Background: an optimization exercise with open tools, aiming at small area, a short achievable clock period and few clock cycles per item. Do not read the settings as production practice.

==> wip/zinc <==
## target_track_hysteresis_filter
module target_track_hysteresis_filter
(
    input  logic                    i_clk,
    input  logic                    i_rst_n,
    input  logic                    i_in_valid,
    output logic                    o_in_ready,
    input  logic                    i_box_present,
    input  logic [ID_W-1:0]         i_box_id,
    input  logic signed [POS_W-1:0] i_pos_x,
    input  logic signed [POS_W-1:0] i_pos_y,
    input  logic signed [POS_W-1:0] i_pos_z,
    input  logic                    i_frame_last,
    output logic                    o_out_valid,
    input  logic                    i_out_ready,
    output logic [1:0]              o_target_mode,
    output logic [ID_W-1:0]         o_target_id,
    output logic signed [POS_W-1:0] o_target_x,
    output logic signed [POS_W-1:0] o_target_y,
    output logic signed [POS_W-1:0] o_target_z,
    output logic                    o_position_stable,
    input  logic                    i_cfg_valid,
    output logic                    o_cfg_ready,
    input  logic [1:0]              i_cfg_index,
    input  logic [THR_W-1:0]        i_cfg_data
);
clock: 8.0 ns
lec_check: 0
cap_margin: 20
core_margin: 2
core_utilization: 40
slew_margin: 20
run.sh (not shown) runs the stock make flow with config.mk's settings and CLKGATE_MAP_FILE= SYNTH_SCRIPT=/design/flow/synth_recipe.tcl, a recipe that flattens the netlist after the stock synthesis.
==> wip/violet (differences from wip/zinc) <==
--- a/flow/design.v
+++ b/flow/design.v
@@ -45,138 +45,156 @@
     input  logic [1:0]              i_cfg_index,
     input  logic [THR_W-1:0]        i_cfg_data
 );
     localparam logic [1:0] PH_SQ   = 2'd0;
     localparam logic [1:0] PH_COR  = 2'd1;
     localparam logic [1:0] PH_ROOT = 2'd2;
     localparam logic [1:0] PH_DONE = 2'd3;
+    localparam int TW = 22;
     logic [SWC_W-1:0]    r_fast;
     logic [SWC_W-1:0]    r_slow;
     logic [THR_W-1:0]    r_thr;
     logic [1:0]          r_mode, n_mode;
     logic [RUN_W-1:0]    r_run_none, n_run_none;
     logic [RUN_W-1:0]    r_run_single, n_run_single;
     logic [RUN_W-1:0]    r_run_multi, n_run_multi;
     logic [ID_W-1:0]     r_trk_id;
     logic [3*POS_W-1:0]  r_e0, r_e1;
     logic [1:0]          r_fill;               
     logic [ID_W-1:0]     r_cand_id;
     logic [3*POS_W-1:0]  r_cand_pos;
+    logic [2:0][MAG_W-1:0] r_cm, r_co;         
+    logic [2:0]          r_cms, r_cos;         
     logic [1:0]          r_cnt;                
     logic                r_prev;               
     logic                r_pend;               
     logic                r_ov;
     logic                r_stable;
     logic                r_busy;
     logic [1:0]          r_ph;
+    logic                r_half;               
     logic [4:0]          r_idx;
     logic [3:0]          r_top;
-    logic                r_half;               
-    logic [2:0][MAG_W-1:0] r_ex, r_fx;         
-    logic [2:0]          r_es, r_fs;
+    logic                r_rf;                 
     logic [ACC_W-1:0]    r_s;
     logic [REM_W-1:0]    r_r;
     logic [ROOT_W-1:0]   r_q;
     logic [ROOT_W-1:0]   r_qa;                 
     logic w_commit_ok, w_commit, w_acc, w_take;
     assign w_take      = r_ov && i_out_ready;
-    assign w_commit_ok = (!r_ov || i_out_ready) && !r_busy;
+    assign w_commit_ok = (!r_ov || i_out_ready) && !r_busy && !r_rf;
     assign w_commit    = r_pend && w_commit_ok;
-    assign o_in_ready  = !r_pend || w_commit_ok;
+    assign o_in_ready  = !r_busy && !r_rf && (!r_pend || !r_ov || i_out_ready);
     assign o_cfg_ready = 1'b1;
     assign w_acc       = i_in_valid && o_in_ready;
-    logic [2:0][MAG_W-1:0] w_xm, w_xo;         
-    logic [2:0]          w_sm, w_so;           
+    logic [ID_W-1:0]     w_base_trk;
+    logic [1:0]          w_base_cnt;
+    logic                w_base_prev;
+    logic                w_take_item, w_match;
+    logic [3*POS_W-1:0]  w_h0, w_h1;           
+    logic [3*POS_W-1:0]  w_in_pos;
+    logic [2:0][MAG_W-1:0] w_im, w_io;
+    logic [2:0]          w_ims, w_ios;
+    assign w_base_trk  = (r_pend && r_cnt != 2'd0) ? r_cand_id : r_trk_id;
+    assign w_base_cnt  = r_pend ? 2'd0 : r_cnt;
+    assign w_base_prev = r_pend ? 1'b0 : r_prev;
+    assign w_match     = (i_box_id == w_base_trk);
+    assign w_take_item = i_box_present && !w_base_prev &&
+                         (w_match || w_base_cnt == 2'd0 || i_box_id < r_cand_id);
+    assign w_h0        = (r_pend && !r_rf) ? r_cand_pos : r_e0;
+    assign w_h1        = (r_pend && !r_rf) ? r_e0 : r_e1;
+    assign w_in_pos    = r_rf ? r_cand_pos : {i_pos_x, i_pos_y, i_pos_z};
     always_comb begin
         for (int k = 0; k < 3; k++) begin
             logic [POS_W:0] dm, dn;
-            dm = {r_cand_pos[k*POS_W + POS_W-1], r_cand_pos[k*POS_W +: POS_W]} -
-                 {r_e0[k*POS_W + POS_W-1], r_e0[k*POS_W +: POS_W]};
-            dn = {r_cand_pos[k*POS_W + POS_W-1], r_cand_pos[k*POS_W +: POS_W]} -
-                 {r_e1[k*POS_W + POS_W-1], r_e1[k*POS_W +: POS_W]};
-            w_sm[k] = dm[POS_W];
-            w_xm[k] = dm[POS_W-1:0] ^ {POS_W{dm[POS_W]}};
-            w_so[k] = dn[POS_W];
-            w_xo[k] = dn[POS_W-1:0] ^ {POS_W{dn[POS_W]}};
+            dm = {w_in_pos[k*POS_W + POS_W-1], w_in_pos[k*POS_W +: POS_W]} -
+                 {w_h0[k*POS_W + POS_W-1], w_h0[k*POS_W +: POS_W]};
+            dn = {w_in_pos[k*POS_W + POS_W-1], w_in_pos[k*POS_W +: POS_W]} -
+                 {w_h1[k*POS_W + POS_W-1], w_h1[k*POS_W +: POS_W]};
+            w_ims[k] = dm[POS_W];
+            w_im[k]  = dm[POS_W-1:0] ^ {POS_W{dm[POS_W]}};
+            w_ios[k] = dn[POS_W];
+            w_io[k]  = dn[POS_W-1:0] ^ {POS_W{dn[POS_W]}};
         end
     end
-    logic [MAG_W-1:0]    w_mxm, w_mxo;
-    logic [THR_W:0]      w_c;                  
-    logic                w_full, w_zero, w_sure0, w_sure1, w_amb;
-    always_comb begin
-        logic g01, g02, g12;
-        g01 = (w_xm[0] >= w_xm[1]);
-        g02 = (w_xm[0] >= w_xm[2]);
-        g12 = (w_xm[1] >= w_xm[2]);
-        w_mxm = (g01 && g02) ? w_xm[0] : ((!g01 && g12) ? w_xm[1] : w_xm[2]);
-        g01 = (w_xo[0] >= w_xo[1]);
-        g02 = (w_xo[0] >= w_xo[2]);
-        g12 = (w_xo[1] >= w_xo[2]);
-        w_mxo = (g01 && g02) ? w_xo[0] : ((!g01 && g12) ? w_xo[1] : w_xo[2]);
-    end
-    localparam int TW = 22;
     function automatic logic [2*TW-1:0] csa(input logic [TW-1:0] a, input logic [TW-1:0] b,
                                             input logic [TW-1:0] c);
         logic [TW-1:0] cy;
-        cy = (a & b) | (a & c) | (b & c);
+        cy  = (a & b) | (a & c) | (b & c);
         csa = {cy[TW-2:0], 1'b0, a ^ b ^ c};
     endfunction
+    logic [MAG_W-1:0]    w_mxm, w_mxo;         
+    logic [THR_W:0]      w_c;                  
+    logic                w_full, w_zero, w_sure0, w_sure1, w_amb;
+    always_comb begin
+        logic g01, g02, g12;
+        g01 = (r_cm[0] >= r_cm[1]);
+        g02 = (r_cm[0] >= r_cm[2]);
+        g12 = (r_cm[1] >= r_cm[2]);
+        w_mxm = (g01 && g02) ? r_cm[0] : ((!g01 && g12) ? r_cm[1] : r_cm[2]);
+        g01 = (r_co[0] >= r_co[1]);
+        g02 = (r_co[0] >= r_co[2]);
+        g12 = (r_co[1] >= r_co[2]);
+        w_mxo = (g01 && g02) ? r_co[0] : ((!g01 && g12) ? r_co[1] : r_co[2]);
+    end
     logic [TW-1:0] w_p0, w_p1, w_p2, w_p3, w_p4, w_p5, w_pp, w_pq;
     logic [TW-1:0] w_sv, w_nc, w_nc2;
     logic [TW-1:0] w_u0, w_u1, w_u2, w_u3, w_u4, w_u5, w_u6, w_u7;
     logic [TW-1:0] w_l0, w_l1, w_m0, w_m1;
     logic [TW-1:0] w_sum0, w_sum1, w_sum2;
     assign w_c   = {r_thr, 1'b0};
     assign w_nc  = ~(TW'(w_c));                           
     assign w_nc2 = ~(TW'({w_c, 1'b0}));                   
-    assign {w_p1, w_p0} = csa(TW'(w_xm[0]), TW'(w_xm[1]), TW'(w_xm[2]));
-    assign {w_p3, w_p2} = csa(TW'(w_xo[0]), TW'(w_xo[1]), TW'(w_xo[2]));
+    assign {w_p1, w_p0} = csa(TW'(r_cm[0]), TW'(r_cm[1]), TW'(r_cm[2]));
+    assign {w_p3, w_p2} = csa(TW'(r_co[0]), TW'(r_co[1]), TW'(r_co[2]));
     assign {w_p5, w_p4} = csa(w_p0, w_p1, w_p2);
     assign {w_pq, w_pp} = csa(w_p4, w_p5, w_p3);
-    assign w_sv  = TW'(w_sm[0]) + TW'(w_sm[1]) + TW'(w_sm[2]) + TW'(w_so[0]) + TW'(w_so[1]) +
-                   TW'(w_so[2]) + TW'(3);
+    assign w_sv  = TW'(r_cms[0]) + TW'(r_cms[1]) + TW'(r_cms[2]) + TW'(r_cos[0]) +
+                   TW'(r_cos[1]) + TW'(r_cos[2]) + TW'(3);
     assign {w_u1, w_u0} = csa(w_pp, w_pq, TW'(w_mxm));
     assign {w_u3, w_u2} = csa(TW'(w_mxo), w_nc2, w_sv);
     assign {w_u5, w_u4} = csa(w_u0, w_u1, w_u2);
     assign {w_u7, w_u6} = csa(w_u4, w_u5, w_u3);
     assign {w_l1, w_l0} = csa(w_pp, w_pq, w_nc2 - TW'(3));
     assign {w_m1, w_m0} = csa(TW'(w_mxm), TW'(w_mxo), w_nc);
     assign w_sum0 = w_m0 + w_m1 + TW'(1);
     assign w_sum1 = w_l0 + w_l1;
     assign w_sum2 = w_u6 + w_u7;
     assign w_full  = (r_fill == 2'd2);
-    assign w_zero  = !(|{w_xm, w_xo, w_sm, w_so});
+    assign w_zero  = !(|{r_cm, r_co, r_cms, r_cos});
     assign w_sure0 = !w_full || w_zero || !w_sum0[TW-1] || !w_sum1[TW-1];
     assign w_sure1 = w_sum2[TW-1];
     assign w_amb   = !w_sure0 && !w_sure1;
     logic [MAG_W-1:0]    w_or;
     logic [3:0]          w_msb;
-    assign w_or = w_xm[0] | w_xm[1] | w_xm[2] | w_xo[0] | w_xo[1] | w_xo[2];
+    assign w_or = r_cm[0] | r_cm[1] | r_cm[2] | r_co[0] | r_co[1] | r_co[2];
     always_comb begin
         w_msb = '0;
         for (int b = 0; b < MAG_W; b++) begin
             if (w_or[b]) w_msb = 4'(b);
         end
     end
     logic [ACC_W-1:0]    w_s_n;
     logic [REM_W-1:0]    w_r_n;
     logic [ROOT_W-1:0]   w_q_n;
     always_comb begin
-        logic [MAG_W:0] op0, op1, op2;
+        logic [MAG_W:0]   op0, op1, op2;
+        logic [ACC_W-1:0] base;
         if (r_ph == PH_COR) begin
-            op0 = r_es[0] ? {r_ex[0], 1'b1} : '0;
-            op1 = r_es[1] ? {r_ex[1], 1'b1} : '0;
-            op2 = r_es[2] ? {r_ex[2], 1'b1} : '0;
-            w_s_n = r_s + ACC_W'(op0) + ACC_W'(op1) + ACC_W'(op2);
+            op0  = r_cos[0] ? {r_co[0], 1'b1} : '0;
+            op1  = r_cos[1] ? {r_co[1], 1'b1} : '0;
+            op2  = r_cos[2] ? {r_co[2], 1'b1} : '0;
+            base = r_s;
         end else begin
-            op0 = r_ex[0][r_idx[3:0]] ? {1'b0, r_ex[0]} : '0;
-            op1 = r_ex[1][r_idx[3:0]] ? {1'b0, r_ex[1]} : '0;
-            op2 = r_ex[2][r_idx[3:0]] ? {1'b0, r_ex[2]} : '0;
-            w_s_n = {r_s[ACC_W-2:0], 1'b0} + ACC_W'(op0) + ACC_W'(op1) + ACC_W'(op2);
+            op0  = r_co[0][r_idx[3:0]] ? {1'b0, r_co[0]} : '0;
+            op1  = r_co[1][r_idx[3:0]] ? {1'b0, r_co[1]} : '0;
+            op2  = r_co[2][r_idx[3:0]] ? {1'b0, r_co[2]} : '0;
+            base = {r_s[ACC_W-2:0], 1'b0};
         end
+        w_s_n = base + ACC_W'(op0) + ACC_W'(op1) + ACC_W'(op2);
     end
     always_comb begin
         logic [1:0]       pr;
         logic [REM_W+2:0] d;
         pr = 2'(r_s >> {r_idx, 1'b0});
         d  = {1'b0, r_r, pr} - {2'b00, r_q, 2'b01};
         if (!d[REM_W+2]) begin
@@ -210,24 +228,14 @@
             end
             default: begin
                 if (n_run_single >= r_slow)     n_mode = MODE_SINGLE;
                 else if (n_run_none >= r_slow)  n_mode = MODE_NONE;
             end
         endcase
     end
-    logic [ID_W-1:0]     w_base_trk;
-    logic [1:0]          w_base_cnt;
-    logic                w_base_prev;
-    logic                w_take_item, w_match;
-    assign w_base_trk  = (r_pend && r_cnt != 2'd0) ? r_cand_id : r_trk_id;
-    assign w_base_cnt  = r_pend ? 2'd0 : r_cnt;
-    assign w_base_prev = r_pend ? 1'b0 : r_prev;
-    assign w_match     = (i_box_id == w_base_trk);
-    assign w_take_item = i_box_present && !w_base_prev &&
-                         (w_match || w_base_cnt == 2'd0 || i_box_id < r_cand_id);
     always_ff @(posedge i_clk) begin
         if (!i_rst_n) begin
             r_fast       <= FAST_SWITCH_RST;
             r_slow       <= SLOW_SWITCH_RST;
             r_thr        <= STABLE_THR_RST;
             r_mode       <= MODE_NONE;
             r_run_none   <= '0;
@@ -238,14 +246,15 @@
             r_cand_pos   <= '0;
             r_fill       <= '0;
             r_cnt        <= '0;
             r_prev       <= 1'b0;
             r_pend       <= 1'b0;
             r_ov         <= 1'b0;
             r_busy       <= 1'b0;
+            r_rf         <= 1'b0;
         end else begin
             if (i_cfg_valid) begin
                 case (i_cfg_index)
                     CFG_FAST_SWITCH: r_fast <= i_cfg_data[SWC_W-1:0];
                     CFG_SLOW_SWITCH: r_slow <= i_cfg_data[SWC_W-1:0];
                     CFG_STABLE_THR:  r_thr  <= i_cfg_data;
                     default: ;
@@ -261,23 +270,36 @@
                     r_trk_id <= r_cand_id;
                     r_e0     <= r_cand_pos;
                 end
                 r_fill <= (r_fill == 2'd2) ? 2'd2 : r_fill + 2'd1;
                 r_pend <= 1'b0;
                 r_cnt  <= 2'd0;
                 r_prev <= 1'b0;
+                if (!w_amb) begin
+                    r_cm  <= '0;
+                    r_cms <= '0;
+                end
                 if (w_amb) begin
                     r_busy <= 1'b1;
                 end else begin
                     r_ov <= 1'b1;
                 end
             end
             if (w_acc && w_take_item) begin
-                r_cand_pos <= {i_pos_x, i_pos_y, i_pos_z};
+                r_cand_pos <= w_in_pos;
+                if (!(w_commit && w_amb)) begin
+                    r_cm  <= w_im;
+                    r_cms <= w_ims;
+                end
+            end
+            if (r_rf) begin
+                r_cm  <= w_im;
+                r_cms <= w_ims;
             end
+            r_rf <= r_busy && r_ph == PH_DONE;
             if (w_acc) begin
                 if (i_box_present) begin
                     r_cnt <= (w_base_cnt == 2'd2) ? 2'd2 : w_base_cnt + 2'd1;
                     if (w_take_item && w_match) r_prev <= 1'b1;
                 end
                 if (i_frame_last) r_pend <= 1'b1;
             end
@@ -286,27 +308,35 @@
                 r_ov   <= 1'b1;
             end
         end
     end
     always_ff @(posedge i_clk) begin
         if (w_commit) begin
             r_e1     <= r_e0;
-            r_ex     <= w_xo;
-            r_es     <= w_so;
-            r_fx     <= w_xm;
-            r_fs     <= w_sm;
+            if (!w_amb) begin
+                r_co  <= r_cm;
+                r_cos <= r_cms;
+            end
             r_stable <= !w_sure0;
             r_ph     <= PH_SQ;
             r_half   <= 1'b0;
             r_idx    <= {1'b0, w_msb};
             r_top    <= w_msb;
             r_s      <= '0;
         end
         if (w_acc && w_take_item) begin
-            r_cand_id  <= i_box_id;
+            r_cand_id <= i_box_id;
+            if (!(w_commit && w_amb)) begin
+                r_co  <= w_io;
+                r_cos <= w_ios;
+            end
+        end
+        if (r_rf) begin
+            r_co  <= w_io;
+            r_cos <= w_ios;
         end
         if (r_busy) begin
             case (r_ph)
                 PH_SQ: begin
                     r_s <= w_s_n;
                     if (r_idx == 5'd0) r_ph <= PH_COR;
                     else r_idx <= r_idx - 5'd1;
@@ -326,16 +356,16 @@
                             r_ph <= PH_DONE;
                         end else begin
                             r_ph   <= PH_SQ;
                             r_half <= 1'b1;
                             r_idx  <= {1'b0, r_top};
                             r_s    <= '0;
                             r_qa   <= w_q_n;
-                            r_ex   <= r_fx;
-                            r_es   <= r_fs;
+                            r_co   <= r_cm;
+                            r_cos  <= r_cms;
                         end
                     end else begin
                         r_idx <= r_idx - 5'd1;
                     end
                 end
                 default: begin
                     r_stable <= (|{r_q, r_qa}) && w_tq[ROOT_W+2];
==> summary of the runs <==
wip/zinc reached the layout checks and failed them: negative setup slack. wip/violet produced a clean layout.
In wip/violet the routed wire length is lower than in wip/zinc, by about 9%.
Of wip/violet and wip/zinc, wip/zinc has the higher core utilization (gap 6.1 points).
Against wip/violet, the register-to-register slack of wip/zinc is lower by 0.48 ns.
Synthesized cell count: wip/zinc is larger than wip/violet (about 7%).
Of wip/violet and wip/zinc, wip/violet has the higher first-iteration DRC count (gap about 6%, measured against wip/zinc).
In wip/zinc the sequential share of layout area is lower than in wip/violet, by 3.6 points.
Against wip/violet, the sequential cell count of wip/zinc is lower by 1.
Global-route usage: wip/violet is lower than wip/zinc (1.6 points).
==> figures <==
Fraction of standard cell area in multi-input logic: wip/zinc 0.541; wip/violet 0.582
Number of core rows: wip/zinc 116; wip/violet 114
Global-route wire length before repair: wip/zinc 201,000 µm; wip/violet 181,000 µm
Placeable core area: wip/zinc 100,000 µm²; wip/violet 96,600 µm²
Combined flip-flop and latch cell area: wip/zinc 10,600 µm²; wip/violet 10,600 µm²
Outcome: wip/zinc complete, but fails checks; wip/violet no timing/DRC/antenna violations
Reasons for failing layout checks: wip/zinc negative setup slack; wip/violet -
Netlist area before placement: wip/zinc 40,300 µm²; wip/violet 38,900 µm²
Final hold slack: wip/zinc 0.441 ns; wip/violet 0.475 ns
Post-DP Area: wip/zinc 49,000 µm²; wip/violet 42,700 µm²
Number of sequential storage elements: wip/zinc 444; wip/violet 445
Worst Hold End: wip/zinc r_ex[9]; wip/violet r_fill[0]
Gate count after technology mapping: wip/zinc 4,441; wip/violet 4,164
Sum of routed wire length over all layers: wip/zinc 130,000 µm; wip/violet 118,000 µm
Adder-cell share of the synthesized area: wip/zinc 0.259; wip/violet 0.231
Routed wire length on met2: wip/zinc 58,500 µm; wip/violet 52,300 µm
Reg-to-reg critical path endpoint: wip/zinc r_ov; wip/violet r_cm[47]
Area leader, netlist: wip/zinc sky130_fd_sc_hd__ha_1; wip/violet sky130_fd_sc_hd__dfxtp_1
Avg Inst Size Synth: wip/zinc 9.07 µm²; wip/violet 9.34 µm²
Number of buffer and inverter instances along the worst setup path: wip/zinc 6; wip/violet 7
No functional check of the RTL was part of any run of this note.

## separate check: timing with driven ports
How much do the figures lean on ideal ports? The routed layouts below were timed once more, with nothing changed but the port constraints. Step 1 (the two cells are an assumption about what drives the block):
set clk [get_ports {i_clk}]
set_driving_cell -lib_cell sky130_fd_sc_hd__clkbuf_16 $clk
set_driving_cell -lib_cell sky130_fd_sc_hd__buf_2 [delete_from_list [all_inputs] $clk]
Step 2 times the ports against the registers' clock, not the clock port: input delays grow and output delays shrink by t, the midpoint of the rising clock arrivals with the driver on. Three values: ideal ports, drivers, drivers and shift; two values: the first two.
run | t, ns | setup slack, ns | latest minus earliest clock arrival (ns) | pins driven straight from the clock port
wip/zinc | 0.703 | -0.055 / -0.055 / -0.055 | 0.031 / 0.032 | 1
wip/violet | 0.714 | 0.422 / 0.422 / 0.422 | 0.029 / 0.030 | 1
